What follows belongs to an exercise in optimizing a design on an open flow for small area, a short achievable clock period and few clock cycles per item; a production flow would make more cautious choices.
Where RTL was checked, it was by simulation tests only, not by an equivalence proof against the original.
For run 1, only the layout was checked, not whether the RTL still works.
No activity file was given, so power comes from the tool's default toggle rates.

--- flow/config.mk ---
export PLATFORM = sky130hd
export DESIGN_NAME = aging_sighting_table
export DESIGN_NICKNAME = aging_sighting_table
export VERILOG_FILES = /design/flow/design.v
export SDC_FILE = /design/flow/constraint.sdc
export NUM_CORES = 4
export LEC_CHECK = 0
export CAP_MARGIN = 20
export CORE_MARGIN = 2
export CORE_UTILIZATION = 55
export SETUP_SLACK_MARGIN = 5.0
export SLEW_MARGIN = 20
--- flow/design.v ---
`timescale 1ns / 1ps
`default_nettype none
package ast_pkg;
  localparam int unsigned ACT_W    = 2;
  localparam int unsigned ID_W     = 16;
  localparam int unsigned STATUS_W = 2;
  localparam int unsigned EVICT_W  = 7;
  localparam int unsigned AGE_W    = 8;
  localparam int unsigned TABLE_DEPTH_DEF = 32;
  localparam logic [AGE_W-1:0] AGE_LIMIT_RST = 8'd10;
  typedef enum logic [ACT_W-1:0] {
    ACT_REFRESH = 2'd0,
    ACT_TICK    = 2'd1,
    ACT_LIST    = 2'd2,
    ACT_CLEAR   = 2'd3
  } action_e;
  typedef enum logic [STATUS_W-1:0] {
    ST_REFRESHED = 2'd0,
    ST_INSERTED  = 2'd1,
    ST_DROPPED   = 2'd2,
    ST_DONE      = 2'd3
  } status_e;
  typedef struct packed {
    status_e            status;
    logic [ID_W-1:0]    out_id;
    logic               out_kind;
    logic               item_valid;
    logic [EVICT_W-1:0] evicted_count;
    logic               last;
  } res_t;
endpackage
`default_nettype wire
`timescale 1ns / 1ps
`default_nettype none
import ast_pkg::*;
module ast_engine #(
  parameter int unsigned TABLE_DEPTH = TABLE_DEPTH_DEF
) (
  input  wire logic             clk_i,
  input  wire logic             rst_ni,
  input  wire logic             main_v_i,       
  input  wire logic             res_free_i,     
  input  wire logic [ACT_W-1:0] action_i,
  input  wire logic [ID_W-1:0]  entity_id_i,
  input  wire logic             entity_kind_i,
  input  wire logic [AGE_W-1:0] age_limit_i,    
  input  wire logic             cfg_write_i,    
  input  wire logic [AGE_W-1:0] cfg_limit_i,    
  output logic                  take_o,         
  output logic                  push_o,         
  output ast_pkg::res_t         res_o
);
  localparam int unsigned D     = TABLE_DEPTH;
  localparam int unsigned IDX_W = $clog2(D);
  function automatic logic ge_f(input logic [AGE_W-1:0] a, input logic [AGE_W-1:0] b);
    logic c;
    c = 1'b1;
    for (int k = 0; k < AGE_W; k++) begin
      c = (a[k] & ~b[k]) | (a[k] & c) | (~b[k] & c);
    end
    ge_f = c;
  endfunction
  function automatic logic [D-1:0] first_f(input logic [D-1:0] m);
    logic [D-1:0] below;
    below[0] = 1'b0;
    for (int k = 1; k < D; k++) begin
      below[k] = below[k-1] | m[k-1];
    end
    first_f = m & ~below;
  endfunction
  logic [D-1:0]     used_q;
  logic [ID_W-1:0]  key_q   [D];
  logic [D-1:0]     kind_q;
  logic [AGE_W-1:0] stamp_q [D];
  logic [D-1:0]     keep_q;
  logic [AGE_W-1:0] now_q, lo_q;
  logic             lbusy_q, lkind_q;
  logic [IDX_W-1:0] lpos_q;
  logic is_ref, is_tick, is_list, is_clear, kind, fire, hold;
  assign is_ref   = !lbusy_q && (action_i == ACT_REFRESH);
  assign is_tick  = !lbusy_q && (action_i == ACT_TICK);
  assign is_list  =  lbusy_q || (action_i == ACT_LIST);
  assign is_clear = !lbusy_q && (action_i == ACT_CLEAR);
  assign kind     = lbusy_q ? lkind_q : entity_kind_i;
  assign fire   = main_v_i && res_free_i && !lbusy_q && !hold;
  assign take_o = fire;
  assign push_o = fire || (lbusy_q && res_free_i);
  logic [D-1:0] hit, kmatch, evict, lmatch, lfirst, ffree, wr;
  logic         hit_any, full, lany, lmore;
  logic [ID_W-1:0] lkey;
  logic [IDX_W-1:0] lidx;
  always_comb begin
    for (int i = 0; i < D; i++) begin
      kmatch[i] = (kind_q[i] == kind);
      hit[i]    = used_q[i] && kmatch[i] && (key_q[i] == entity_id_i);
      evict[i]  = used_q[i] && !keep_q[i];
      lmatch[i] = used_q[i] && kmatch[i] && (!lbusy_q || (IDX_W'(i) >= lpos_q));
    end
  end
  assign hit_any = |hit;
  assign full    = &used_q;
  assign ffree   = first_f(~used_q);    
  assign lfirst  = first_f(lmatch);     
  assign lany    = |lmatch;
  assign lmore   = |(lmatch & ~lfirst);
  always_comb begin
    lkey = '0;
    lidx = '0;
    for (int i = 0; i < D; i++) begin
      lkey = lkey | (key_q[i] & {ID_W{lfirst[i]}});
      lidx = lidx | (IDX_W'(i) & {IDX_W{lfirst[i]}});
    end
  end
  localparam int unsigned GRP_N = D / 4;
  logic [3*GRP_N-1:0] evict_grp;
  always_comb begin
    for (int g = 0; g < GRP_N; g++) begin
      evict_grp[3*g +: 3] = 3'(evict[4*g]) + 3'(evict[4*g+1])
                          + 3'(evict[4*g+2]) + 3'(evict[4*g+3]);
    end
  end
  always_comb begin
    res_o.status        = ST_DONE;
    res_o.out_id        = '0;
    res_o.out_kind      = 1'b0;
    res_o.item_valid    = 1'b0;
    res_o.evicted_count = '0;
    res_o.last          = 1'b1;
    case (lbusy_q ? ACT_LIST : action_i)
      ACT_REFRESH: begin
        res_o.status = hit_any ? ST_REFRESHED : (full ? ST_DROPPED : ST_INSERTED);
      end
      ACT_TICK: begin
        {res_o.out_kind, res_o.evicted_count, res_o.out_id} = evict_grp;
      end
      ACT_LIST: begin
        res_o.out_id     = lkey;
        res_o.out_kind   = lany && kind;
        res_o.item_valid = lany;
        res_o.last       = !lmore;
      end
      default: begin
      end
    endcase
  end
  logic [D-1:0] used_d;
  always_comb begin
    used_d = used_q;
    if (fire) begin
      if (is_ref && !hit_any) used_d = used_q | ffree;
      if (is_tick)            used_d = used_q & keep_q;
      if (is_clear)           used_d = '0;
    end
  end
  assign wr = (fire && is_ref) ? (hit | ffree) : '0;
  logic             tick_fire, nz, sw_busy_q;
  logic             lstep;
  logic [AGE_W-1:0] max_q, sw_q, sw_left_q, match;
  logic [D-1:0]     keep_d;
  assign tick_fire = fire && is_tick;
  assign lstep     = push_o && is_list;
  assign hold      = (action_i == ACT_TICK) && sw_busy_q;
  assign nz        = (age_limit_i != '0);
  assign match     = sw_busy_q ? sw_q : lo_q;
  always_comb begin
    for (int i = 0; i < D; i++) begin
      if (wr[i]) begin
        keep_d[i] = nz;
      end else if (cfg_write_i) begin
        keep_d[i] = (cfg_limit_i != '0);
      end else if ((tick_fire || sw_busy_q) && (stamp_q[i] == match)) begin
        keep_d[i] = 1'b0;
      end else begin
        keep_d[i] = keep_q[i];
      end
    end
  end
  always_ff @(posedge clk_i or negedge rst_ni) begin
    if (!rst_ni) begin
      used_q    <= '0;
      lbusy_q   <= 1'b0;
      now_q     <= '0;
      lo_q      <= AGE_W'(1) - AGE_LIMIT_RST;
      max_q     <= '0;
      sw_busy_q <= 1'b0;
    end else begin
      used_q <= used_d;
      if (lstep) begin
        lbusy_q <= lmore;
      end
      if (tick_fire) begin
        now_q <= now_q + AGE_W'(1);
        lo_q  <= lo_q + AGE_W'(1);
        max_q <= age_limit_i;
      end
      if (cfg_write_i) begin
        lo_q      <= now_q - cfg_limit_i + AGE_W'(1);
        sw_busy_q <= (cfg_limit_i != '0) && ge_f(max_q, cfg_limit_i);
      end else if (sw_busy_q && (sw_left_q == '0)) begin
        sw_busy_q <= 1'b0;
      end
    end
  end
  always_ff @(posedge clk_i) begin
    if (cfg_write_i) begin
      sw_q      <= now_q - cfg_limit_i;
      sw_left_q <= max_q - cfg_limit_i;
    end else begin
      sw_q      <= sw_q - AGE_W'(1);
      sw_left_q <= sw_left_q - AGE_W'(1);
    end
  end
  always_ff @(posedge clk_i) begin
    keep_q <= keep_d;
    if (lstep) begin
      lpos_q  <= lidx + IDX_W'(1);
      lkind_q <= kind;
    end
  end
  for (genvar i = 0; i < D; i++) begin : g_slot
    always_ff @(posedge clk_i) begin
      if (fire && is_ref && ffree[i]) begin
        key_q[i]  <= entity_id_i;
        kind_q[i] <= entity_kind_i;
      end
      if (wr[i]) begin
        stamp_q[i] <= now_q;
      end
    end
  end
endmodule
`default_nettype wire
`timescale 1ns / 1ps
`default_nettype none
import ast_pkg::*;
module aging_sighting_table #(
  parameter int unsigned TABLE_DEPTH = TABLE_DEPTH_DEF
) (
  input  wire logic                clk_i,
  input  wire logic                rst_ni,
  input  wire logic                in_valid_i,
  output logic                     in_ready_o,
  input  wire logic [ACT_W-1:0]    in_action_i,
  input  wire logic [ID_W-1:0]     in_entity_id_i,
  input  wire logic                in_entity_kind_i,
  output logic                     out_valid_o,
  input  wire logic                out_ready_i,
  output logic [STATUS_W-1:0]      out_status_o,
  output logic [ID_W-1:0]          out_id_o,
  output logic                     out_kind_o,
  output logic                     out_item_valid_o,
  output logic [EVICT_W-1:0]       out_evicted_count_o,
  output logic                     out_last_o,
  input  wire logic                cfg_valid_i,
  output logic                     cfg_ready_o,
  input  wire logic [AGE_W-1:0]    cfg_age_limit_i
);
  logic [AGE_W-1:0] age_limit_q;
  assign cfg_ready_o = 1'b1;
  always_ff @(posedge clk_i or negedge rst_ni) begin
    if (!rst_ni) begin
      age_limit_q <= AGE_LIMIT_RST;
    end else if (cfg_valid_i) begin
      age_limit_q <= cfg_age_limit_i;
    end
  end
  logic             main_v_q, skid_v_q;
  logic [ACT_W-1:0] main_act_q, skid_act_q;
  logic [ID_W-1:0]  main_id_q, skid_id_q;
  logic             main_kind_q, skid_kind_q;
  logic             in_fire, main_free, take, push;
  logic             res_v_q, out_valid_q, res_free, out_free;
  ast_pkg::res_t    res_q, out_q, res;
  assign in_ready_o = !skid_v_q;
  assign in_fire    = in_valid_i && !skid_v_q;
  assign out_free   = !out_valid_q || out_ready_i;
  assign res_free   = !res_v_q || out_free;
  assign main_free  = !main_v_q || take;
  always_ff @(posedge clk_i or negedge rst_ni) begin
    if (!rst_ni) begin
      main_v_q <= 1'b0;
      skid_v_q <= 1'b0;
    end else begin
      if (main_free) begin
        main_v_q <= skid_v_q || in_fire;
      end
      if (skid_v_q) begin
        skid_v_q <= !main_free;
      end else begin
        skid_v_q <= in_fire && !main_free;
      end
    end
  end
  always_ff @(posedge clk_i) begin
    if (main_free) begin
      main_act_q  <= skid_v_q ? skid_act_q  : in_action_i;
      main_id_q   <= skid_v_q ? skid_id_q   : in_entity_id_i;
      main_kind_q <= skid_v_q ? skid_kind_q : in_entity_kind_i;
    end
    if (!skid_v_q) begin
      skid_act_q  <= in_action_i;
      skid_id_q   <= in_entity_id_i;
      skid_kind_q <= in_entity_kind_i;
    end
  end
  ast_engine #(
    .TABLE_DEPTH(TABLE_DEPTH)
  ) u_engine (
    .clk_i        (clk_i),
    .rst_ni       (rst_ni),
    .main_v_i     (main_v_q),
    .res_free_i   (res_free),
    .action_i     (main_act_q),
    .entity_id_i  (main_id_q),
    .entity_kind_i(main_kind_q),
    .age_limit_i  (age_limit_q),
    .cfg_write_i  (cfg_valid_i),
    .cfg_limit_i  (cfg_age_limit_i),
    .take_o       (take),
    .push_o       (push),
    .res_o        (res)
  );
  always_ff @(posedge clk_i or negedge rst_ni) begin
    if (!rst_ni) begin
      res_v_q     <= 1'b0;
      out_valid_q <= 1'b0;
    end else begin
      if (res_free) begin
        res_v_q <= push;
      end
      if (out_free) begin
        out_valid_q <= res_v_q;
      end
    end
  end
  ast_pkg::res_t res_fin;
  always_comb begin
    res_fin = res_q;
    if (!res_q.item_valid) begin
      logic [23:0] grp;
      grp = {res_q.out_kind, res_q.evicted_count, res_q.out_id};
      res_fin.out_id        = '0;
      res_fin.out_kind      = 1'b0;
      res_fin.evicted_count = '0;
      for (int g = 0; g < 8; g++) begin
        res_fin.evicted_count = res_fin.evicted_count + EVICT_W'(grp[3*g +: 3]);
      end
    end
  end
  always_ff @(posedge clk_i) begin
    if (res_free) begin
      res_q <= res;
    end
    if (out_free) begin
      out_q <= res_fin;
    end
  end
  assign out_valid_o         = out_valid_q;
  assign out_status_o        = out_q.status;
  assign out_id_o            = out_q.out_id;
  assign out_kind_o          = out_q.out_kind;
  assign out_item_valid_o    = out_q.item_valid;
  assign out_evicted_count_o = out_q.evicted_count;
  assign out_last_o          = out_q.last;
endmodule
`default_nettype wire
--- flow/run.sh ---
#!/bin/bash
# synth_recipe.tcl (not shown) runs the flow's synth.tcl, then flattens the netlist and writes it again
# the make line also repeats each setting of config.mk as NAME=value (left out here)
make -C /OpenROAD-flow-scripts/flow DESIGN_CONFIG=/design/flow/config.mk WORK_HOME=/design/flow/orfs CLKGATE_MAP_FILE= SYNTH_SCRIPT=/design/flow/synth_recipe.tcl finish
--- flow/constraint.sdc ---
create_clock -name core_clock -period 8.0 [get_ports {clk_i}]
set_input_delay 1.6000 -clock core_clock [delete_from_list [all_inputs] [get_ports {clk_i}]]
set_output_delay 1.6000 -clock core_clock [all_outputs]
set_load 0.01 [all_outputs]
==> results of run 1 <==
per-stage QoR:
stage          setup WS (ps)  hold slack, ps  instances  total power, mW
6_report                3980             422       5519             21.7
5_1_grt                 3940             428       5516             22.4
4_1_cts                 4160             424       5459             21.3
3_5_place_dp            2140             410       5036             14.9
3_3_place_gp            2190             411       5030             14.6
2_1_floorplan           3980             400       3924             12.3
placed cells by master (no fill, tap or decap), types with 50 or more instances in the layout:
cell type,instances
sky130_fd_sc_hd__edfxtp_1,913
sky130_fd_sc_hd__xnor2_1,632
sky130_fd_sc_hd__buf_4,239
sky130_fd_sc_hd__nand2_1,203
sky130_fd_sc_hd__nand4_1,179
sky130_fd_sc_hd__xor2_1,178
sky130_fd_sc_hd__clkbuf_16,110
sky130_fd_sc_hd__a21oi_1,88
sky130_fd_sc_hd__a22oi_1,78
sky130_fd_sc_hd__nor4_1,78
sky130_fd_sc_hd__inv_1,76
sky130_fd_sc_hd__buf_12,63
sky130_fd_sc_hd__nor2_1,61
sky130_fd_sc_hd__nand3_1,59
sky130_fd_sc_hd__dfrtp_1,50
report_power, final:
part           total (mW)  switching (mW)  internal, mW
Sequential           7.20           0.368          6.83
Combinational        9.31            5.62          3.69
Clock                5.16            2.19          2.97
Total                21.7            8.17          13.5
kinds of logic (layout without fill, tap and decap cells):
| logic type | after synthesis | in the layout | synth area share [%] |
|---|---|---|---|
| AOI/OAI and AO/OA | 540 | 540 | 7.88 |
| adders and majority gates | 73 | 73 | 2.21 |
| other | 1 | 4 | 0.00745 |
| DFF | 1018 | 1018 | 59.4 |
| muxes | 117 | 117 | 2.50 |
| buffers and inverters | 332 | 745 | 2.69 |
| and+or+nand+nor | 1028 | 1031 | 11.1 |
| xor gates and xnor gates | 815 | 815 | 14.2 |
path summary, 6_finish.rpt:
| kind | end | slack [ps] | cells past startpoint | from |
|---|---|---|---|---|
| setup / recovery | res_q[17] | 3980 | 18 | main_kind_q |
| hold / removal | out_q[26] | 420 | 0 | res_q[26] |
| setup reg to reg | res_q[17] | 3980 | 18 | main_kind_q |
| hold reg to reg | out_q[26] | 420 | 0 | res_q[26] |
| max in group asynchronous | skid_v_q | 6120 | 2 | rst_ni |
| min in group asynchronous | age_limit_q[2] | 820 | 1 | rst_ni |
state kept, by name, summed over array words and instances, names as in the netlist, 16 cells and up:
register	flops
u_engine.used_q	32
main_id_q	16
skid_id_q	16
u_engine.key_q	512
u_engine.stamp_q	256
res_q	28
u_engine.keep_q	32
u_engine.kind_q	32
out_q	28
cell type report:
cell class              instances  area [sq um]
well taps                    1176          1470
clock buffers                 133          2860
inverters                     107           479
repair buffers                436          4780
fillers                      6272         28000
repair inverters                1          5.00
clock inverters                68           772
flip-flops and latches       1018         29900
multi-input cells            2577         22000
diodes                          3          7.51
layer usage:
layer	part of all wire, %	vias to the layer above	track usage [%]	wire length (um)
met3	11	517	8.14	20300
met2	45	2376	59.0	82000
met1	37	18435	52.2	68800
li1	-	15329	-	-
met4	6.7	4	21.3	12300
met5	0.015	-	0	27
timing repair:
item / in CTS / in global routing
endpoints found under the setup margin: 972 / 456
gates cloned: 23 / 3
setup buffers: 199 / 54
resized for setup: 406 / 169
pin swaps: 101 / 84
==> run summary, run 1 <==
Util after Layout 69.0%; Critical Path Source Type register; Placeable Area 90,300 sq um; number of nets at the end of the flow 4,352; TritonCTS clock tree done; total overflow reported by the global router 0; family with the most delay on the worst path buffers and inverters; number of storage elements in the synthesis netlist 1,018; sequential cell area fraction in the yosys report 59.4%; cell repeated most along the worst path sky130_fd_sc_hd__buf_12; leakage power 21.2 nW; capturing element type of the critical path register; worst ir drop on vdd 0.385 mV; vertical extent of the die 306 um; Initial DRC Count 5,451; library cell used as clock root buffer sky130_fd_sc_hd__clkbuf_16; overall routing resource usage 38.7%; RSZ-0062 raised after global routing true; main flop type after synthesis sky130_fd_sc_hd__edfxtp_1; Post-Route Setup TNS 0 ps; number of buffers inserted by port buffering 61; number of distinct library cells after synthesis 91; share of flip-flops with an asynchronous set or reset 6.88%; number of max-slew violations in the final report 0; post-synth top area cell sky130_fd_sc_hd__edfxtp_1; vias in the first global route 35,300; maximum clock skew at final layout 24.4 ps; area share of the leading cell type in the synthesized netlist 54.5%; Max-Slew Margin vs Limit 21.3%; number of primary I/O pins 63; placer congestion estimate 1.05; worst min-delay path category register to register; detailed placer's ending HPWL 121,000 um; most used standard cell by instance count after synthesis sky130_fd_sc_hd__edfxtp_1; slew of the pin with the lowest slew margin 1180 ps; outcome finished clean; worst-case clock buffer depth 3; count of yosys warnings during synthesis 4; power per standard cell area 348 nW/um^2; Hold Buf Count CTS 0; commonest cells in the synthesized netlist sky130_fd_sc_hd__edfxtp_1, sky130_fd_sc_hd__xnor2_1, sky130_fd_sc_hd__nand2_1; cells along the critical path buf_12 > mux2i_4 > buf_12 > buf_12 > buf_12 > buf_4 > mux2_4 > nor2_4 > o22ai_4 > buf_12 > buf_16 > nor3_4 > buf_12 > buf_12 > a22oi_1 > nand4_1 > nor4_4 > a311oi_1; final number of hold-violating endpoints 0; clock input transition at the sequential cells of the worst setup and hold paths 60 ps; count of flip-flops with a built-in enable after synthesis 913; per-cell via count in the routed design 6.64; Avg Synthesized Cell Area 12.8 sq um; Syn Std Cell Area 50,300 sq um; worst path bufs/invs 9; number of buffers created by CTS 107; starting density of the core 55.7%; total iterations of the first detailed-routing run 8; highest fanout seen on the critical path 7; CP required 8430 ps; Achievable Freq 0.249 GHz; fraction of layout instances using a drive strength above 1 24.0%; final period demand of the worst path 4020 ps; part of the cycle the worst path needs 50.3%; CP arrival 4450 ps; final cell area excluding filler cells 62,300 sq um; wire length of the first global-routing pass 260,000 um; area of the die 93,900 sq um; DRT Wirelength 183,000 um; chip width 306 um; Syn Nets 4,028; total via count after detailed routing 36,661; average detailed-routed wire length per instance 33.2 um; H-tree depth reported by CTS 3; Antenna Nets Post-Route 0; placed standard-cell area 53,500 sq um; Setup Crit Path Kind register to register; largest net degree at the start of global routing 65; main area contributors after synthesis sky130_fd_sc_hd__edfxtp_1, sky130_fd_sc_hd__xnor2_1, sky130_fd_sc_hd__xor2_1; number of design rule violations left after detail routing 0; Max-cap violations 0; Final Setup Violations 0; Syn Inst Count 3,924; maximum cell stage delay along the critical path 500 ps; antenna violations before repair 5; crit path max-delay cell type sky130_fd_sc_hd__nor4_4; # clock sinks 1,018; area growth from synthesis to layout 23.8%; source-to-sink clock delay at the later pin of the worst-skew pair 720 ps; Std-Cell Rows 110
==> run 2: changes to the inputs <==
--- a/flow/design.v
+++ b/flow/design.v
@@ -48,6 +48,8 @@
   input  wire logic [AGE_W-1:0] cfg_limit_i,    
   output logic                  take_o,         
   output logic                  push_o,         
+  input  wire logic [4:0]       rd_idx_i,       
+  output logic [ID_W-1:0]       rd_key_o,
   output ast_pkg::res_t         res_o
 );
   localparam int unsigned D     = TABLE_DEPTH;
@@ -87,7 +89,6 @@
   assign push_o = fire || (lbusy_q && res_free_i);
   logic [D-1:0] hit, kmatch, evict, lmatch, lfirst, ffree, wr;
   logic         hit_any, full, lany, lmore;
-  logic [ID_W-1:0] lkey;
   logic [IDX_W-1:0] lidx;
   always_comb begin
     for (int i = 0; i < D; i++) begin
@@ -104,19 +105,37 @@
   assign lany    = |lmatch;
   assign lmore   = |(lmatch & ~lfirst);
   always_comb begin
-    lkey = '0;
     lidx = '0;
     for (int i = 0; i < D; i++) begin
-      lkey = lkey | (key_q[i] & {ID_W{lfirst[i]}});
       lidx = lidx | (IDX_W'(i) & {IDX_W{lfirst[i]}});
     end
   end
-  localparam int unsigned GRP_N = D / 4;
-  logic [3*GRP_N-1:0] evict_grp;
   always_comb begin
-    for (int g = 0; g < GRP_N; g++) begin
-      evict_grp[3*g +: 3] = 3'(evict[4*g]) + 3'(evict[4*g+1])
-                          + 3'(evict[4*g+2]) + 3'(evict[4*g+3]);
+    rd_key_o = '0;
+    for (int i = 0; i < D; i++) begin
+      rd_key_o = rd_key_o | (key_q[i] & {ID_W{rd_idx_i == 5'(i)}});
+    end
+  end
+  function automatic logic [3:0] cnt8_f(input logic [7:0] r);
+    logic s1, c1, s2, c2, s3, c3, w1, c4, t1, d1, w2, d2;
+    s1 = r[0] ^ r[1] ^ r[2];
+    c1 = (r[0] & r[1]) | (r[0] & r[2]) | (r[1] & r[2]);
+    s2 = r[3] ^ r[4] ^ r[5];
+    c2 = (r[3] & r[4]) | (r[3] & r[5]) | (r[4] & r[5]);
+    s3 = r[6] ^ r[7];
+    c3 = r[6] & r[7];
+    w1 = s1 ^ s2 ^ s3;
+    c4 = (s1 & s2) | (s1 & s3) | (s2 & s3);
+    t1 = c1 ^ c2 ^ c3;
+    d1 = (c1 & c2) | (c1 & c3) | (c2 & c3);
+    w2 = t1 ^ c4;
+    d2 = t1 & c4;
+    cnt8_f = {d1 & d2, d1 ^ d2, w2, w1};
+  endfunction
+  logic [ID_W-1:0] evict_grp;
+  always_comb begin
+    for (int g = 0; g < 4; g++) begin
+      evict_grp[4*g +: 4] = cnt8_f(evict[8*g +: 8]);
     end
   end
   always_comb begin
@@ -131,10 +150,10 @@
         res_o.status = hit_any ? ST_REFRESHED : (full ? ST_DROPPED : ST_INSERTED);
       end
       ACT_TICK: begin
-        {res_o.out_kind, res_o.evicted_count, res_o.out_id} = evict_grp;
+        res_o.out_id = evict_grp;
       end
       ACT_LIST: begin
-        res_o.out_id     = lkey;
+        res_o.out_id     = ID_W'(lidx);
         res_o.out_kind   = lany && kind;
         res_o.item_valid = lany;
         res_o.last       = !lmore;
@@ -271,6 +290,7 @@
   logic             in_fire, main_free, take, push;
   logic             res_v_q, out_valid_q, res_free, out_free;
   ast_pkg::res_t    res_q, out_q, res;
+  logic [ID_W-1:0]  rd_key;
   assign in_ready_o = !skid_v_q;
   assign in_fire    = in_valid_i && !skid_v_q;
   assign out_free   = !out_valid_q || out_ready_i;
@@ -318,6 +338,8 @@
     .cfg_limit_i  (cfg_age_limit_i),
     .take_o       (take),
     .push_o       (push),
+    .rd_idx_i     (res_q.out_id[4:0]),
+    .rd_key_o     (rd_key),
     .res_o        (res)
   );
   always_ff @(posedge clk_i or negedge rst_ni) begin
@@ -336,15 +358,20 @@
   ast_pkg::res_t res_fin;
   always_comb begin
     res_fin = res_q;
-    if (!res_q.item_valid) begin
-      logic [23:0] grp;
-      grp = {res_q.out_kind, res_q.evicted_count, res_q.out_id};
+    if (res_q.item_valid) begin
+      res_fin.out_id = rd_key;
+    end else begin
+      logic [EVICT_W-1:0] g0, g1, g2, g3, s1, c1, s2, c2;
+      g0 = EVICT_W'(res_q.out_id[3:0]);
+      g1 = EVICT_W'(res_q.out_id[7:4]);
+      g2 = EVICT_W'(res_q.out_id[11:8]);
+      g3 = EVICT_W'(res_q.out_id[15:12]);
+      s1 = g0 ^ g1 ^ g2;
+      c1 = ((g0 & g1) | (g0 & g2) | (g1 & g2)) << 1;
+      s2 = s1 ^ c1 ^ g3;
+      c2 = ((s1 & c1) | (s1 & g3) | (c1 & g3)) << 1;
       res_fin.out_id        = '0;
-      res_fin.out_kind      = 1'b0;
-      res_fin.evicted_count = '0;
-      for (int g = 0; g < 8; g++) begin
-        res_fin.evicted_count = res_fin.evicted_count + EVICT_W'(grp[3*g +: 3]);
-      end
+      res_fin.evicted_count = s2 + c2;
     end
   end
   always_ff @(posedge clk_i) begin
==> run summary, run 2 <==
fraction of layout instances using a drive strength above 1 23.7% (-0.32 points); power per standard cell area 368 nW/um^2 (+5.9%); registers with the most flip-flops u_engine.key_q: 512 flops, u_engine.stamp_q: 256 flops; clock input transition at the sequential cells of the worst setup and hold paths 60 ps (about the same); final cell area excluding filler cells 60,800 sq um (-2.5%); number of distinct library cells after synthesis 75 (-18%); maximum clock skew at final layout 41.2 ps (+16.8 ps); source-to-sink clock delay at the later pin of the worst-skew pair 720 ps (about the same); chip width 302 um (-1.5%); area of the multi-input gates 20,500 sq um (-6.9%); number of buffers inserted by port buffering 60 (-1.6%); capturing element type of the critical path register; vias in the first global route 34,420 (-2.5%); leakage power 21.1 nW (-0.31%); Post-Route Setup TNS 0 ps (unchanged); Fillers 6,020 (-4.0%); destination of the worst hold path out_q[9]; Syn Std Cell Area 48,800 sq um (-3.0%); reg-to-reg setup timing slack 4330 ps (+350 ps); Critical Path Source Type register; number of cells on the worst hold path 0 (unchanged); starting density of the core 55.4% (-0.34 points); worst-case clock buffer depth 3 (unchanged); number of storage elements in the synthesis netlist 1,010 (-0.79%); outcome finished clean; number of design rule violations left after detail routing 0 (unchanged); part of the cycle the worst path needs 45.8% (-4.4 points); area growth from synthesis to layout 24.5%; Antenna Nets Post-Route 0 (unchanged); Syn Inst Count 3,700 (-5.7%); area occupied by registers 29,700 sq um (-0.80%); max FFs per register 512 (unchanged); highest fanout seen on the critical path 19 (+12); number of nets at the end of the flow 4,170 (-4.2%); most used standard cell by instance count after synthesis sky130_fd_sc_hd__edfxtp_1; Achievable Freq 0.273 GHz (+9.6%); Min-Delay Startpoint res_q[9]; cells along the critical path buf_12 > xor2_1 > nor4_2 > nand4_1 > nor2_4 > nor4_2 > nand4_1 > or4_4 > or3_4 > a2111o_1 > a21oi_2; total via count after detailed routing 37,569 (+2.5%); overall routing resource usage 44.0% (+5.3 points); Reg2Reg Depth 11 (-7); # clock sinks 1,010 (-0.79%); sequential cell area fraction in the yosys report 60.7% (+1.3 points); maximum cell stage delay along the critical path 600 ps (+100 ps); count of yosys warnings during synthesis 4 (unchanged); post-synth top area cell sky130_fd_sc_hd__edfxtp_1; area share of the leading cell type in the synthesized netlist 55.7% (+1.2 points); capturing point of the worst reg2reg path u_engine.used_q[10]; worst slack at placement 2910 ps (+768 ps); crit path max-delay cell type sky130_fd_sc_hd__or4_4; Hold Buf Count CTS 0 (unchanged); RSZ-0062 raised after global routing true; CP required 8640 ps (+210 ps); TritonCTS clock tree done; Top reg by flops u_engine.key_q; average detailed-routed wire length per instance 39.3 um (+18%); placed standard-cell area 51,700 sq um (-3.3%); number of primary I/O pins 63 (unchanged); vertical extent of the die 302 um (-1.5%); worst min-delay path category register to register; Max-Slew Margin vs Limit 25.6% (+4.3 points); slew of the pin with the lowest slew margin 1120 ps (-64.4 ps); Max-cap violations 0 (unchanged); Placeable Area 88,100 sq um (-2.4%); largest net degree at the start of global routing 68 (+4.6%); start of the worst register-to-register path main_id_q[4]; number of buffers created by CTS 106 (-0.93%); Syn Nets 3,798 (-5.7%); Final Setup Violations 0 (unchanged); CP arrival 4310 ps (-140 ps); Setup Crit Path Kind register to register; library cell used as clock root buffer sky130_fd_sc_hd__clkbuf_16; leading cell types in the layout, fill and taps excluded sky130_fd_sc_hd__edfxtp_1, sky130_fd_sc_hd__xnor2_1, sky130_fd_sc_hd__xor2_1, sky130_fd_sc_hd__buf_4, sky130_fd_sc_hd__nand4_1; H-tree depth reported by CTS 3 (unchanged); number of max-slew violations in the final report 0 (unchanged); DP Cell Count 4,836 (-4.0%); commonest non-fill, non-tap cell in the layout sky130_fd_sc_hd__edfxtp_1; share of flip-flops with an asynchronous set or reset 6.93% (+0.054 points); count of flip-flops with a built-in enable after synthesis 905 (-0.88%); main flop type after synthesis sky130_fd_sc_hd__edfxtp_1; wire length of the first global-routing pass 275,000 um (+5.9%); total overflow reported by the global router 0 (unchanged); worst ir drop on vdd 0.481 mV (+25%); detailed placer's ending HPWL 130,000 um (+7.2%); per-cell via count in the routed design 7.04 (+6.0%); Std-Cell Rows 109 (-0.91%); commonest cells in the synthesized netlist sky130_fd_sc_hd__edfxtp_1, sky130_fd_sc_hd__xnor2_1, sky130_fd_sc_hd__xor2_1; DRT Wirelength 210,000 um (+14%); final number of hold-violating endpoints 0 (unchanged); placer congestion estimate 1.11 (+6.2%); area of the die 91,100 sq um (-3.0%); final worst setup slack 4330 ps (+353 ps); antenna violations before repair 18 (+13); total iterations of the first detailed-routing run 9 (+1); Avg Synthesized Cell Area 13.2 sq um (+2.9%); Initial DRC Count 6,302 (+16%); Layout Cells excl Fill 5,334 (-3.4%); final period demand of the worst path 3670 ps (-353 ps); main area contributors after synthesis sky130_fd_sc_hd__edfxtp_1, sky130_fd_sc_hd__xnor2_1, sky130_fd_sc_hd__xor2_1
## run 2: cell types whose count changed after synthesis, moves of 23 or more
cell                       before  now
sky130_fd_sc_hd__a21oi_1       99   76
sky130_fd_sc_hd__a221oi_1      23   74
sky130_fd_sc_hd__a22o_1        45   75
sky130_fd_sc_hd__and2_1        57   23
sky130_fd_sc_hd__and3_1        38   12
sky130_fd_sc_hd__buf_1         39    4
sky130_fd_sc_hd__nand2_1      229  140
sky130_fd_sc_hd__nand3_1       96   54
sky130_fd_sc_hd__nor2_1        88  153
sky130_fd_sc_hd__nor4_1       116   89
sky130_fd_sc_hd__o22ai_1        5   32
sky130_fd_sc_hd__xnor2_1      637  423
sky130_fd_sc_hd__xor2_1       178  396
## run 2: timing repair
action / CTS / global route
pin swaps: 96 / 84
buffers inserted: 156 / 108
setup endpoints to repair: 1009 / 364
gates cloned: 17 / 12
gates resized for setup: 356 / 195
## run 2: cells by family after synthesis
logic type / after synthesis / share of synthesized area (%)
compound gates: 545 / 8.07
flops: 1010 / 60.7
simple gates: 872 / 9.56
other cells: 2 / 0.0154
xor+xnor: 819 / 14.7
buf+inv: 278 / 2.46
fa+ha+maj: 66 / 2.09
mux: 108 / 2.36
## run 2: metrics by stage
step / util, % / hold WS [ps] / total power, mW
5_1_grt: 68.9 / 436 / 22.9
6_report: 69.0 / 423 / 22.4
3_3_place_gp: 58.6 / 414 / 14.3
4_1_cts: 66.6 / 424 / 21.1
3_5_place_dp: 58.7 / 411 / 14.5
2_1_floorplan: - / 400 / 12.0
## run 2: area by class of cell
class | instances | share of cell area (%)
Multi-Input combinational cell | 2412 | 33.8
Clock buffer | 135 | 4.63
Inverter | 90 | 0.601
Antenna cell | 12 | 0.0494
Tap cell | 1165 | 2.40
Clock inverter | 58 | 1.16
Sequential cell | 1010 | 48.8
Timing Repair Buffer | 452 | 8.59
## run 2: how the worst max path moves through the flow
stage          slack [ps]                  end              from
6_report             4330  u_engine.used_q[10]      main_id_q[4]
5_1_grt              4340  u_engine.used_q[10]      main_id_q[9]
4_1_cts              4460  u_engine.used_q[10]  u_engine.lbusy_q
3_5_place_dp         2910  u_engine.keep_q[21]       out_ready_i
3_3_place_gp         2970  u_engine.keep_q[21]       out_ready_i
2_1_floorplan        3610  u_engine.keep_q[12]       out_ready_i
## run 2: worst max-delay path, delay by kind of cell (launching register included)
kind | cells | cell delay, ps
flops | 1 | 390
simple gates | 7 | 2180
compound gates | 2 | 520
xor+xnor | 1 | 220
buf+inv | 1 | 270
## run 2: report_power, final
part           internal [mW]  switching [mW]
registers               6.78           0.372
logic                   3.77            6.35
clock network           2.97            2.15
## run 2: metal layers
| layer | wire length [um] | up-vias | track usage (%) |
|---|---|---|---|
| met1 | 72400 | 18608 | 56.3 |
| li1 | - | 14667 | - |
| met5 | 329 | - | 0 |
| met2 | 84400 | 3321 | 62.1 |
| met3 | 33700 | 957 | 18.5 |
| met4 | 18900 | 16 | 27.3 |
Testbench counts of run 2, summed over its fixed seeds: cycles 8,413, items 4,800.
==> run 3: changes to the inputs <==
--- a/flow/design.v
+++ b/flow/design.v
@@ -42,12 +42,13 @@
   input  wire logic             res_free_i,     
   input  wire logic [ACT_W-1:0] action_i,
   input  wire logic [ID_W-1:0]  entity_id_i,
-  input  wire logic             entity_kind_i,
+  input  wire logic             entity_kind_i,  
   input  wire logic [AGE_W-1:0] age_limit_i,    
   input  wire logic             cfg_write_i,    
   input  wire logic [AGE_W-1:0] cfg_limit_i,    
   output logic                  take_o,         
   output logic                  push_o,         
+  output logic                  lbusy_d_o,      
   input  wire logic [4:0]       rd_idx_i,       
   output logic [ID_W-1:0]       rd_key_o,
   output ast_pkg::res_t         res_o
@@ -76,14 +77,14 @@
   logic [AGE_W-1:0] stamp_q [D];
   logic [D-1:0]     keep_q;
   logic [AGE_W-1:0] now_q, lo_q;
-  logic             lbusy_q, lkind_q;
+  logic             lbusy_q;
   logic [IDX_W-1:0] lpos_q;
   logic is_ref, is_tick, is_list, is_clear, kind, fire, hold;
   assign is_ref   = !lbusy_q && (action_i == ACT_REFRESH);
   assign is_tick  = !lbusy_q && (action_i == ACT_TICK);
   assign is_list  =  lbusy_q || (action_i == ACT_LIST);
   assign is_clear = !lbusy_q && (action_i == ACT_CLEAR);
-  assign kind     = lbusy_q ? lkind_q : entity_kind_i;
+  assign kind     = entity_kind_i;
   assign fire   = main_v_i && res_free_i && !lbusy_q && !hold;
   assign take_o = fire;
   assign push_o = fire || (lbusy_q && res_free_i);
@@ -95,7 +96,7 @@
       kmatch[i] = (kind_q[i] == kind);
       hit[i]    = used_q[i] && kmatch[i] && (key_q[i] == entity_id_i);
       evict[i]  = used_q[i] && !keep_q[i];
-      lmatch[i] = used_q[i] && kmatch[i] && (!lbusy_q || (IDX_W'(i) >= lpos_q));
+      lmatch[i] = used_q[i] && kmatch[i] && (!lbusy_q || (IDX_W'(i) > lpos_q));
     end
   end
   assign hit_any = |hit;
@@ -178,6 +179,7 @@
   logic [D-1:0]     keep_d;
   assign tick_fire = fire && is_tick;
   assign lstep     = push_o && is_list;
+  assign lbusy_d_o = lstep ? lmore : lbusy_q;
   assign hold      = (action_i == ACT_TICK) && sw_busy_q;
   assign nz        = (age_limit_i != '0);
   assign match     = sw_busy_q ? sw_q : lo_q;
@@ -204,9 +206,7 @@
       sw_busy_q <= 1'b0;
     end else begin
       used_q <= used_d;
-      if (lstep) begin
-        lbusy_q <= lmore;
-      end
+      lbusy_q <= lbusy_d_o;
       if (tick_fire) begin
         now_q <= now_q + AGE_W'(1);
         lo_q  <= lo_q + AGE_W'(1);
@@ -232,8 +232,7 @@
   always_ff @(posedge clk_i) begin
     keep_q <= keep_d;
     if (lstep) begin
-      lpos_q  <= lidx + IDX_W'(1);
-      lkind_q <= kind;
+      lpos_q <= lidx;
     end
   end
   for (genvar i = 0; i < D; i++) begin : g_slot
@@ -287,7 +286,8 @@
   logic [ACT_W-1:0] main_act_q, skid_act_q;
   logic [ID_W-1:0]  main_id_q, skid_id_q;
   logic             main_kind_q, skid_kind_q;
-  logic             in_fire, main_free, take, push;
+  logic             in_fire, main_free, take, push, lbusy_d;
+  logic             main_kind_d, item_kind_q;
   logic             res_v_q, out_valid_q, res_free, out_free;
   ast_pkg::res_t    res_q, out_q, res;
   logic [ID_W-1:0]  rd_key;
@@ -311,12 +311,14 @@
       end
     end
   end
+  assign main_kind_d = !main_free ? main_kind_q : (skid_v_q ? skid_kind_q : in_entity_kind_i);
   always_ff @(posedge clk_i) begin
     if (main_free) begin
       main_act_q  <= skid_v_q ? skid_act_q  : in_action_i;
       main_id_q   <= skid_v_q ? skid_id_q   : in_entity_id_i;
       main_kind_q <= skid_v_q ? skid_kind_q : in_entity_kind_i;
     end
+    item_kind_q <= lbusy_d ? item_kind_q : main_kind_d;
     if (!skid_v_q) begin
       skid_act_q  <= in_action_i;
       skid_id_q   <= in_entity_id_i;
@@ -332,12 +334,13 @@
     .res_free_i   (res_free),
     .action_i     (main_act_q),
     .entity_id_i  (main_id_q),
-    .entity_kind_i(main_kind_q),
+    .entity_kind_i(item_kind_q),
     .age_limit_i  (age_limit_q),
     .cfg_write_i  (cfg_valid_i),
     .cfg_limit_i  (cfg_age_limit_i),
     .take_o       (take),
     .push_o       (push),
+    .lbusy_d_o    (lbusy_d),
     .rd_idx_i     (res_q.out_id[4:0]),
     .rd_key_o     (rd_key),
     .res_o        (res)
--- a/flow/config.mk
+++ b/flow/config.mk
@@ -8,5 +8,7 @@
 export CAP_MARGIN = 20
 export CORE_MARGIN = 2
 export CORE_UTILIZATION = 55
+export CTS_CLUSTER_DIAMETER = 70
+export CTS_CLUSTER_SIZE = 22
 export SETUP_SLACK_MARGIN = 5.0
 export SLEW_MARGIN = 20
==> run summary, run 3 <==
outcome finished clean; count of flip-flops with a built-in enable after synthesis 904 (-0.11%); vias in the first global route 34,671 (+0.73%); total overflow reported by the global router 0 (unchanged); largest net degree at the start of global routing 65 (-4.4%); Post-Route Setup TNS 0 ps (unchanged); total via count after detailed routing 36,914 (-1.7%); worst-case clock buffer depth 3 (unchanged); overall routing resource usage 45.8% (+1.8 points); number of cells on the worst hold path 0 (unchanged); Min-Delay Startpoint res_q[9]; number of design rule violations left after detail routing 0 (unchanged); share of flip-flops with an asynchronous set or reset 6.93% (unchanged); routed wl met2 88,300 um (+4.6%); clock share of power 16.4% (-6.5 points); Std-Cell Rows 108 (-0.92%); Net Switching 8.41 mW (-5.1%); commonest cells in the synthesized netlist sky130_fd_sc_hd__edfxtp_1, sky130_fd_sc_hd__xnor2_1, sky130_fd_sc_hd__xor2_1; main area contributors after synthesis sky130_fd_sc_hd__edfxtp_1, sky130_fd_sc_hd__xnor2_1, sky130_fd_sc_hd__xor2_1; fraction of layout instances using a drive strength above 1 23.2% (-0.50 points); average detailed-routed wire length per instance 40.4 um (+2.8%); area share of the leading cell type in the synthesized netlist 56.0% (+0.26 points); CP arrival 3850 ps (-460 ps); start of the worst register-to-register path u_engine.lpos_q[4]; Achievable Freq 0.289 GHz (+6.2%); number of storage elements in the synthesis netlist 1,010 (unchanged); Max-cap violations 0 (unchanged); routed wire length on met3 30,200 um (-10%); capturing point of the worst reg2reg path item_kind_q; area growth from synthesis to layout 21.3%; total iterations of the first detailed-routing run 8 (-1); main flop type after synthesis sky130_fd_sc_hd__edfxtp_1; Max-Slew Margin vs Limit 22.7% (-2.9 points); Final Setup Violations 0 (unchanged); registers with the most flip-flops u_engine.key_q: 512 flops, u_engine.stamp_q: 256 flops; Avg Synthesized Cell Area 13.3 sq um (+0.73%); CP required 8400 ps (-240 ps); highest fanout seen on the critical path 8 (-11); maximum clock skew at final layout 38.7 ps (-2.53 ps); Syn Std Cell Area 48,500 sq um (-0.58%); reg-to-reg setup timing slack 4550 ps (+210 ps); number of buffers inserted by port buffering 60 (unchanged); wire length of the first global-routing pass 284,000 um (+3.3%); Syn Nets 3,749 (-1.3%); Fillers 6,176 (+2.6%); internal portion of total power 11.9 mW (-12%); source-to-sink clock delay at the later pin of the worst-skew pair 720 ps (about the same); clock input transition at the sequential cells of the worst setup and hold paths 90 ps (+30 ps); final cell area excluding filler cells 58,900 sq um (-3.1%); top metal layer carrying routed signals met5; Placeable Area 87,200 sq um (-1.1%); combinational share of power 48.6% (+3.4 points); detailed placer's ending HPWL 137,000 um (+5.2%); vertical extent of the die 301 um (-0.28%); chip width 301 um (-0.28%); Reg2Reg Depth 10 (-1); most used standard cell by instance count after synthesis sky130_fd_sc_hd__edfxtp_1; part of the cycle the worst path needs 43.2% (-2.7 points); Top reg by flops u_engine.key_q; Initial DRC Count 6,627 (+5.2%); DRT Wirelength 210,000 um (+0.17%); placer congestion estimate 1.12 (+0.83%); number of distinct library cells after synthesis 89 (+19%); number of buffers created by CTS 59 (-44%); area of the die 90,600 sq um (-0.57%); Setup Crit Path Kind register to register; worst ir drop on vdd 0.349 mV (-27%); destination of the worst hold path out_q[9]; capturing element type of the critical path register; Syn Inst Count 3,652 (-1.3%); total power after layout 20.3 mW (-9.1%); library cell used as clock root buffer sky130_fd_sc_hd__clkbuf_16; met1 WL 70,600 um (-2.4%); sequential cell area fraction in the yosys report 61.1% (+0.33 points); Critical Path Source Type register; TritonCTS clock tree done; placed standard-cell area 51,500 sq um (-0.42%); number of max-slew violations in the final report 0 (unchanged); Util after Layout 67.5% (-1.4 points); area occupied by registers 29,600 sq um (about the same); switching power share of the total 41.3% (+1.7 points); power per standard cell area 346 nW/um^2 (-6.1%); final period demand of the worst path 3450 ps (-213 ps); sequential fraction of design power 35.0% (+3.1 points); max FFs per register 512 (unchanged); # clock sinks 1,010 (unchanged); number of primary I/O pins 63 (unchanged); starting density of the core 55.7% (+0.28 points); leakage power 20.2 nW (-4.5%); H-tree depth reported by CTS 2 (-1); number of nets at the end of the flow 4,088 (-2.0%); count of yosys warnings during synthesis 4 (unchanged); leading cell types in the layout, fill and taps excluded sky130_fd_sc_hd__edfxtp_1, sky130_fd_sc_hd__xnor2_1, sky130_fd_sc_hd__xor2_1, sky130_fd_sc_hd__buf_4, sky130_fd_sc_hd__nand4_1; area of the multi-input gates 20,200 sq um (-1.5%); Antenna Nets Post-Route 0 (unchanged); slew of the pin with the lowest slew margin 1160 ps (+42.4 ps); RSZ-0062 raised after global routing true; per-cell via count in the routed design 7.10 (+0.85%); post-synth top area cell sky130_fd_sc_hd__edfxtp_1; commonest non-fill, non-tap cell in the layout sky130_fd_sc_hd__edfxtp_1; final number of hold-violating endpoints 0 (unchanged); worst slack on hold paths 479 ps (+56.8 ps); antenna violations before repair 12 (-6); worst min-delay path category register to register
run 3: changes by cell type in the layout (fill, tap and decap cells not counted), moves of 16 or more:
| cell | previous run | this run |
|---|---|---|
| sky130_fd_sc_hd__a21oi_1 | 53 | 37 |
| sky130_fd_sc_hd__a21oi_2 | 13 | 37 |
| sky130_fd_sc_hd__buf_4 | 242 | 263 |
| sky130_fd_sc_hd__clkbuf_16 | 118 | 64 |
| sky130_fd_sc_hd__clkinv_2 | 19 | 3 |
| sky130_fd_sc_hd__mux2i_4 | 24 | 8 |
| sky130_fd_sc_hd__nand2_1 | 127 | 77 |
| sky130_fd_sc_hd__nand2b_1 | 37 | 15 |
| sky130_fd_sc_hd__nand4_1 | 194 | 211 |
| sky130_fd_sc_hd__nor3_1 | 19 | 64 |
run 3: power groups by stage:
stage | clock, mW | sequential, mW | combinational [mW]
finish | 3.34 | 7.11 | 9.89
global route | 3.53 | 7.14 | 10.2
CTS | 3.33 | 7.11 | 9.03
detailed placement | 0 | 7.29 | 7.37
global placement | 0 | 7.28 | 7.23
floorplan | 0 | 7.33 | 4.70
run 3: worst max-delay path by stage:
stage | end | start
floorplan | u_engine.key_q[30][0] | out_ready_i
global placement | u_engine.keep_q[5] | out_ready_i
detailed placement | u_engine.keep_q[1] | out_ready_i
CTS | item_kind_q | item_kind_q
global route | item_kind_q | u_engine.kind_q[6]
finish | item_kind_q | u_engine.lpos_q[4]
run 3: cells by family after synthesis:
group / count (synthesis) / synth area share (%)
simple gates: 822 / 9.06
mux: 80 / 1.74
fa+ha+maj: 66 / 2.10
compound gates: 552 / 8.43
flops: 1010 / 61.1
other cells: 2 / 0.0155
xor+xnor: 838 / 15.1
buf+inv: 282 / 2.46
run 3: repair_timing:
item	CTS	global route
gates resized for setup	335	143
endpoints found under the setup margin	1016	289
pin swaps	121	83
buffers inserted	200	80
hold buffers	0	0
gates cloned	27	5
run 3: critical path, cell delays in order (launching register included):
cell and delay [ps]:
sky130_fd_sc_hd__edfxtp_1 570, sky130_fd_sc_hd__nand3_1 360, sky130_fd_sc_hd__o211ai_1 490, sky130_fd_sc_hd__nand2_1 190, sky130_fd_sc_hd__o21ai_0 400, sky130_fd_sc_hd__nand4_1 170
sky130_fd_sc_hd__nor3_1 250, sky130_fd_sc_hd__nand3_1 140, sky130_fd_sc_hd__nor4b_2 230, sky130_fd_sc_hd__buf_4 180, sky130_fd_sc_hd__o21a_1 180
run 3: final cells by class:
type | instances | area share [%]
diodes | 6 | 0.0255
clock inverters | 25 | 0.468
well taps | 1155 | 2.46
repair inverters | 1 | 0.0128
multi-input cells | 2368 | 34.3
flip-flops and latches | 1010 | 50.4
clock buffers | 81 | 2.69
inverters | 86 | 0.580
repair buffers | 465 | 9.06
run 3: metrics by stage:
stage          setup WS, ps  std cells
6_report               4550       5197
5_1_grt                4450       5191
4_1_cts                4690       5104
3_5_place_dp           2590       4771
3_3_place_gp           2610       4771
2_1_floorplan          3800       3652
run 3: layer usage:
layer | GRT usage (%) | vias to the layer above
met4 | 33.6 | 10
met5 | 0 | -
met2 | 66.7 | 3225
met1 | 56.5 | 18422
li1 | - | 14399
met3 | 16.3 | 858
Testbench counts of run 3, summed over its fixed seeds: cycles 8,413, items 4,800.
==> run 4: changes to the inputs <==
--- a/flow/design.v
+++ b/flow/design.v
@@ -42,13 +42,11 @@
   input  wire logic             res_free_i,     
   input  wire logic [ACT_W-1:0] action_i,
   input  wire logic [ID_W-1:0]  entity_id_i,
-  input  wire logic             entity_kind_i,  
+  input  wire logic             entity_kind_i,
   input  wire logic [AGE_W-1:0] age_limit_i,    
   input  wire logic             cfg_write_i,    
-  input  wire logic [AGE_W-1:0] cfg_limit_i,    
   output logic                  take_o,         
   output logic                  push_o,         
-  output logic                  lbusy_d_o,      
   input  wire logic [4:0]       rd_idx_i,       
   output logic [ID_W-1:0]       rd_key_o,
   output ast_pkg::res_t         res_o
@@ -77,18 +75,19 @@
   logic [AGE_W-1:0] stamp_q [D];
   logic [D-1:0]     keep_q;
   logic [AGE_W-1:0] now_q, lo_q;
-  logic             lbusy_q;
+  logic             lbusy_q, lkind_q;
   logic [IDX_W-1:0] lpos_q;
-  logic is_ref, is_tick, is_list, is_clear, kind, fire, hold;
+  logic is_ref, is_tick, is_list, is_clear, kind, lkind, fire, hold;
   assign is_ref   = !lbusy_q && (action_i == ACT_REFRESH);
   assign is_tick  = !lbusy_q && (action_i == ACT_TICK);
   assign is_list  =  lbusy_q || (action_i == ACT_LIST);
   assign is_clear = !lbusy_q && (action_i == ACT_CLEAR);
   assign kind     = entity_kind_i;
+  assign lkind    = lbusy_q ? lkind_q : entity_kind_i;
   assign fire   = main_v_i && res_free_i && !lbusy_q && !hold;
   assign take_o = fire;
   assign push_o = fire || (lbusy_q && res_free_i);
-  logic [D-1:0] hit, kmatch, evict, lmatch, lfirst, ffree, wr;
+  logic [D-1:0] hit, kmatch, evict, ffree, wr;
   logic         hit_any, full, lany, lmore;
   logic [IDX_W-1:0] lidx;
   always_comb begin
@@ -96,21 +95,32 @@
       kmatch[i] = (kind_q[i] == kind);
       hit[i]    = used_q[i] && kmatch[i] && (key_q[i] == entity_id_i);
       evict[i]  = used_q[i] && !keep_q[i];
-      lmatch[i] = used_q[i] && kmatch[i] && (!lbusy_q || (IDX_W'(i) > lpos_q));
     end
   end
   assign hit_any = |hit;
   assign full    = &used_q;
   assign ffree   = first_f(~used_q);    
-  assign lfirst  = first_f(lmatch);     
-  assign lany    = |lmatch;
-  assign lmore   = |(lmatch & ~lfirst);
+  logic [D-1:0]     lmatch [2];
+  logic [D-1:0]     lfirst [2];
+  logic [1:0]       lany_k, lmore_k;
+  logic [IDX_W-1:0] lidx_k [2];
   always_comb begin
-    lidx = '0;
-    for (int i = 0; i < D; i++) begin
-      lidx = lidx | (IDX_W'(i) & {IDX_W{lfirst[i]}});
+    for (int k = 0; k < 2; k++) begin
+      for (int i = 0; i < D; i++) begin
+        lmatch[k][i] = used_q[i] && (kind_q[i] == 1'(k)) && (!lbusy_q || (IDX_W'(i) > lpos_q));
+      end
+      lfirst[k]  = first_f(lmatch[k]);      
+      lany_k[k]  = |lmatch[k];
+      lmore_k[k] = |(lmatch[k] & ~lfirst[k]);
+      lidx_k[k]  = '0;
+      for (int i = 0; i < D; i++) begin
+        lidx_k[k] = lidx_k[k] | (IDX_W'(i) & {IDX_W{lfirst[k][i]}});
+      end
     end
   end
+  assign lany  = lany_k[lkind];
+  assign lmore = lmore_k[lkind];
+  assign lidx  = lidx_k[lkind];
   always_comb begin
     rd_key_o = '0;
     for (int i = 0; i < D; i++) begin
@@ -155,7 +165,7 @@
       end
       ACT_LIST: begin
         res_o.out_id     = ID_W'(lidx);
-        res_o.out_kind   = lany && kind;
+        res_o.out_kind   = lany && lkind;
         res_o.item_valid = lany;
         res_o.last       = !lmore;
       end
@@ -173,22 +183,21 @@
     end
   end
   assign wr = (fire && is_ref) ? (hit | ffree) : '0;
-  logic             tick_fire, nz, sw_busy_q;
+  logic             tick_fire, nz, sw_busy_q, cfg_pend_q;
   logic             lstep;
   logic [AGE_W-1:0] max_q, sw_q, sw_left_q, match;
   logic [D-1:0]     keep_d;
   assign tick_fire = fire && is_tick;
   assign lstep     = push_o && is_list;
-  assign lbusy_d_o = lstep ? lmore : lbusy_q;
-  assign hold      = (action_i == ACT_TICK) && sw_busy_q;
+  assign hold      = (action_i == ACT_TICK) && (sw_busy_q || cfg_pend_q);
   assign nz        = (age_limit_i != '0);
   assign match     = sw_busy_q ? sw_q : lo_q;
   always_comb begin
     for (int i = 0; i < D; i++) begin
       if (wr[i]) begin
         keep_d[i] = nz;
-      end else if (cfg_write_i) begin
-        keep_d[i] = (cfg_limit_i != '0);
+      end else if (cfg_pend_q) begin
+        keep_d[i] = nz;
       end else if ((tick_fire || sw_busy_q) && (stamp_q[i] == match)) begin
         keep_d[i] = 1'b0;
       end else begin
@@ -204,26 +213,30 @@
       lo_q      <= AGE_W'(1) - AGE_LIMIT_RST;
       max_q     <= '0;
       sw_busy_q <= 1'b0;
+      cfg_pend_q <= 1'b0;
     end else begin
+      cfg_pend_q <= cfg_write_i;
       used_q <= used_d;
-      lbusy_q <= lbusy_d_o;
+      if (lstep) begin
+        lbusy_q <= lmore;
+      end
       if (tick_fire) begin
         now_q <= now_q + AGE_W'(1);
         lo_q  <= lo_q + AGE_W'(1);
         max_q <= age_limit_i;
       end
-      if (cfg_write_i) begin
-        lo_q      <= now_q - cfg_limit_i + AGE_W'(1);
-        sw_busy_q <= (cfg_limit_i != '0) && ge_f(max_q, cfg_limit_i);
+      if (cfg_pend_q) begin
+        lo_q      <= now_q - age_limit_i + AGE_W'(1);
+        sw_busy_q <= nz && ge_f(max_q, age_limit_i);
       end else if (sw_busy_q && (sw_left_q == '0)) begin
         sw_busy_q <= 1'b0;
       end
     end
   end
   always_ff @(posedge clk_i) begin
-    if (cfg_write_i) begin
-      sw_q      <= now_q - cfg_limit_i;
-      sw_left_q <= max_q - cfg_limit_i;
+    if (cfg_pend_q) begin
+      sw_q      <= now_q - age_limit_i;
+      sw_left_q <= max_q - age_limit_i;
     end else begin
       sw_q      <= sw_q - AGE_W'(1);
       sw_left_q <= sw_left_q - AGE_W'(1);
@@ -232,7 +245,8 @@
   always_ff @(posedge clk_i) begin
     keep_q <= keep_d;
     if (lstep) begin
-      lpos_q <= lidx;
+      lpos_q  <= lidx;
+      lkind_q <= lkind;
     end
   end
   for (genvar i = 0; i < D; i++) begin : g_slot
@@ -286,8 +300,7 @@
   logic [ACT_W-1:0] main_act_q, skid_act_q;
   logic [ID_W-1:0]  main_id_q, skid_id_q;
   logic             main_kind_q, skid_kind_q;
-  logic             in_fire, main_free, take, push, lbusy_d;
-  logic             main_kind_d, item_kind_q;
+  logic             in_fire, main_free, take, push;
   logic             res_v_q, out_valid_q, res_free, out_free;
   ast_pkg::res_t    res_q, out_q, res;
   logic [ID_W-1:0]  rd_key;
@@ -311,14 +324,12 @@
       end
     end
   end
-  assign main_kind_d = !main_free ? main_kind_q : (skid_v_q ? skid_kind_q : in_entity_kind_i);
   always_ff @(posedge clk_i) begin
     if (main_free) begin
       main_act_q  <= skid_v_q ? skid_act_q  : in_action_i;
       main_id_q   <= skid_v_q ? skid_id_q   : in_entity_id_i;
       main_kind_q <= skid_v_q ? skid_kind_q : in_entity_kind_i;
     end
-    item_kind_q <= lbusy_d ? item_kind_q : main_kind_d;
     if (!skid_v_q) begin
       skid_act_q  <= in_action_i;
       skid_id_q   <= in_entity_id_i;
@@ -334,13 +345,11 @@
     .res_free_i   (res_free),
     .action_i     (main_act_q),
     .entity_id_i  (main_id_q),
-    .entity_kind_i(item_kind_q),
+    .entity_kind_i(main_kind_q),
     .age_limit_i  (age_limit_q),
     .cfg_write_i  (cfg_valid_i),
-    .cfg_limit_i  (cfg_age_limit_i),
     .take_o       (take),
     .push_o       (push),
-    .lbusy_d_o    (lbusy_d),
     .rd_idx_i     (res_q.out_id[4:0]),
     .rd_key_o     (rd_key),
     .res_o        (res)
==> run summary, run 4 <==
outcome finished clean; Layout Cells excl Fill 5,517 (+6.2%); maximum cell stage delay along the critical path 530 ps (-40 ps); total power after layout 21.8 mW (+7.3%); Std-Cell Rows 110 (+1.9%); area of the die 92,500 sq um (+2.1%); largest net degree at the start of global routing 65 (unchanged); crit path max-delay cell type sky130_fd_sc_hd__nand4_1; part of the cycle the worst path needs 42.3% (-0.83 points); Max-cap violations 0 (unchanged); vertical extent of the die 304 um (+1.1%); main area contributors after synthesis sky130_fd_sc_hd__edfxtp_1, sky130_fd_sc_hd__xnor2_1, sky130_fd_sc_hd__xor2_1; fraction of the mapped netlist area in compound gates 9.83% (+1.4 points); Final Setup Violations 0 (unchanged); H-tree depth reported by CTS 2 (unchanged); Post-Route Setup TNS 0 ps (unchanged); area share of the leading cell type in the synthesized netlist 54.8% (-1.1 points); final number of hold-violating endpoints 0 (unchanged); total overflow reported by the global router 0 (unchanged); number of distinct library cells after synthesis 99 (+11%); Top reg by flops u_engine.key_q; registers with the most flip-flops u_engine.key_q: 512 flops, u_engine.stamp_q: 256 flops; number of buffers inserted by port buffering 60 (unchanged); CP arrival 3980 ps (+130 ps); slew of the pin with the lowest slew margin 1110 ps (-49.2 ps); main flop type after synthesis sky130_fd_sc_hd__edfxtp_1; DP Cell Count 4,972 (+4.2%); cells along the critical path buf_4 > clkbuf_16 > buf_4 > xnor2_1 > nand4_1 > nor3_2 > nand4_1 > nand4_1 > nor4_4 > buf_4 > nand3_2 > nand2b_4 > o22ai_1; final period demand of the worst path 3390 ps (-66.5 ps); commonest non-fill, non-tap cell in the layout sky130_fd_sc_hd__edfxtp_1; detailed placer's ending HPWL 137,000 um (+0.42%); power per standard cell area 362 nW/um^2 (+4.7%); count of yosys warnings during synthesis 7 (+3); Placeable Area 89,600 sq um (+2.8%); Setup Crit Path Kind register to register; overall routing resource usage 44.7% (-1.1 points); number of primary I/O pins 63 (unchanged); post-synthesis xor/xnor area fraction 14.8% (-0.34 points); fraction of layout instances using a drive strength above 1 22.9% (-0.28 points); worst ir drop on vdd 0.355 mV (+1.6%); maximum clock skew at final layout 60.6 ps (+21.9 ps); leading cell types in the layout, fill and taps excluded sky130_fd_sc_hd__edfxtp_1, sky130_fd_sc_hd__xnor2_1, sky130_fd_sc_hd__xor2_1, sky130_fd_sc_hd__buf_4, sky130_fd_sc_hd__nand4_1; share of synthesized cell area in full adder, half adder and majority cells 2.07% (-0.024 points); number of storage elements in the synthesis netlist 1,011 (+0.099%); Max-Slew Margin vs Limit 26.0% (+3.4 points); largest family of logic cells by synthesized area XOR/XNOR gates; source-to-sink clock delay at the later pin of the worst-skew pair 750 ps (+30 ps); RSZ-0062 raised after global routing true; number of nets at the end of the flow 4,387 (+7.3%); number of max-slew violations in the final report 0 (unchanged); max FFs per register 512 (unchanged); starting density of the core 55.3% (-0.34 points); share of flip-flops with an asynchronous set or reset 7.02% (+0.092 points); per-cell via count in the routed design 7.30 (+2.7%); number of buffers created by CTS 60 (+1.7%); Synth Area in Simple Gates 10.2% (+1.1 points); average detailed-routed wire length per instance 41.5 um (+2.8%); leakage power 20.6 nW (+2.3%); sequential cell area fraction in the yosys report 59.8% (-1.2 points); Antenna Nets Post-Route 0 (unchanged); library cell used as clock root buffer sky130_fd_sc_hd__clkbuf_16; count of flip-flops with a built-in enable after synthesis 905 (+0.11%); Syn Inst Count 3,848 (+5.4%); worst min-delay path category register to register; commonest cells in the synthesized netlist sky130_fd_sc_hd__edfxtp_1, sky130_fd_sc_hd__xnor2_1, sky130_fd_sc_hd__xor2_1; total via count after detailed routing 40,255 (+9.1%); capturing element type of the critical path register; Initial DRC Count 7,800 (+18%); antenna violations before repair 13 (+1); Syn Std Cell Area 49,600 sq um (+2.2%); Avg Synthesized Cell Area 12.9 sq um (-3.0%); proportion of synthesized area in mux cells 0.835% (-0.91 points); # clock sinks 1,011 (+0.099%); clock input transition at the sequential cells of the worst setup and hold paths 90 ps (about the same); vias in the first global route 35,403 (+2.1%); TritonCTS clock tree done; Syn Nets 3,945 (+5.2%); area growth from synthesis to layout 21.8%; DRT Wirelength 229,000 um (+9.1%); highest fanout seen on the critical path 10 (+2); wire length of the first global-routing pass 286,000 um (+0.80%); Achievable Freq 0.295 GHz (+2.0%); total iterations of the first detailed-routing run 6 (-2); Critical Path Source Type register; Hold Buf Count CTS 0 (unchanged); placer congestion estimate 1.06 (-5.0%); most used standard cell by instance count after synthesis sky130_fd_sc_hd__edfxtp_1; CP required 8590 ps (+190 ps); number of design rule violations left after detail routing 0 (unchanged); post-synth top area cell sky130_fd_sc_hd__edfxtp_1; worst-case clock buffer depth 3 (unchanged); chip width 304 um (+1.1%)
## run 4: path summary, 6_finish.rpt
| kind | slack [ps] | cells past startpoint | to | from |
|---|---|---|---|---|
| worst max-delay path | 4610 | 13 | u_engine.used_q[4] | main_id_q[8] |
| worst min-delay path | 430 | 0 | out_q[27] | res_q[27] |
| worst max register to register | 4610 | 13 | u_engine.used_q[4] | main_id_q[8] |
| worst min register to register | 430 | 0 | out_q[27] | res_q[27] |
| max in group asynchronous | 6090 | 2 | u_engine.used_q[4] | rst_ni |
| min in group asynchronous | 810 | 1 | age_limit_q[0] | rst_ni |
## run 4: kinds of logic after synthesis
family / after synthesis
and+or+nand+nor: 939
other: 2
DFF: 1011
adders and majority gates: 67
buffers and inverters: 283
xor gates and xnor gates: 837
muxes: 38
AOI/OAI and AO/OA: 671
## run 4: cell type report
cell class	count	area [sq um]
clock inverter	28	285
inverter	76	307
antenna	6	15.0
multi-input combinational	2560	20800
tap	1176	1470
sequential	1011	29700
timing repair inverter	1	5.00
timing repair buffer	580	6150
fill	6266	29200
clock buffer	79	1590
## run 4: where the power goes
group	switching, mW	internal, mW	leakage (nW)	total [mW]
clock	1.91	1.48	0.895	3.39
sequential	0.361	6.78	9.54	7.14
combinational	7.26	4.05	10.2	11.3
## run 4: routing by layer
layer,track usage (%),up-vias,routed length [um]
li1,-,15383,-
met1,57.9,19853,76300
met2,63.9,3961,91400
met3,14.8,1052,38400
met4,30.3,6,23100
met5,0,-,35
## run 4: per-stage QoR
| stage | worst slack (ps) | hold slack [ps] | instance area [sq um] | utilization, % |
|---|---|---|---|---|
| after floorplan | 3660 | 400 | 50300 | - |
| after global placement | 3150 | 402 | 52300 | 58.4 |
| after detailed placement | 3060 | 409 | 52300 | 58.4 |
| after CTS | 4930 | 430 | 57200 | 63.9 |
| after global routing | 4650 | 443 | 60300 | 67.4 |
| final | 4610 | 427 | 60400 | 67.4 |
## run 4: worst max-delay path, delay by kind of cell, from the launching register on
family,cells,cell delay [ps]
compound gates,1,130
xor+xnor,1,120
buf+inv,4,680
flops,1,460
simple gates,7,1890
## run 4: timing repair
action	4_1_cts	5_1_grt
buffers inserted	192	189
gates resized for setup	259	209
endpoints found under the hold margin	0	0
pin swaps	77	69
gates cloned	16	33
setup endpoints to repair	979	573
Testbench counts of run 4, summed over its fixed seeds: cycles 8,413, items 4,800.

port drivers added, routing unchanged:
The results above use ideal ports. As a check the final layouts listed here were re-extracted and re-timed, cells and wires unchanged. Step 1, drivers: a clkbuf_16 drives clk_i and a buf_2 each remaining input, both assumed. Step 2 also shifts input and output timing later by t, the mid clock arrival at the registers, as if the neighbouring blocks saw the same clock. a / b / c = no drivers / after step 1 / after step 2; a / b = the first two.
| run | t (ns) | setup WS [ns] | latest minus earliest clock arrival (ns) | pins driven straight from the clock port |
|---|---|---|---|---|
| run 1 | 0.783 | 3.980 / 3.980 / 3.980 | 0.024 / 0.024 | 1 |
| run 2 | 0.772 | 4.333 / 4.333 / 3.757 | 0.041 / 0.042 | 1 |
| run 3 | 0.771 | 4.546 / 4.546 / 4.127 | 0.048 / 0.048 | 1 |
| run 4 | 0.781 | 4.612 / 4.612 / 4.209 | 0.071 / 0.070 | 1 |
After both steps every run listed still meets setup and hold. The setup slack of run 2, which loses most, moves by 0.000 ns with the drivers and by -0.576 ns with both steps.
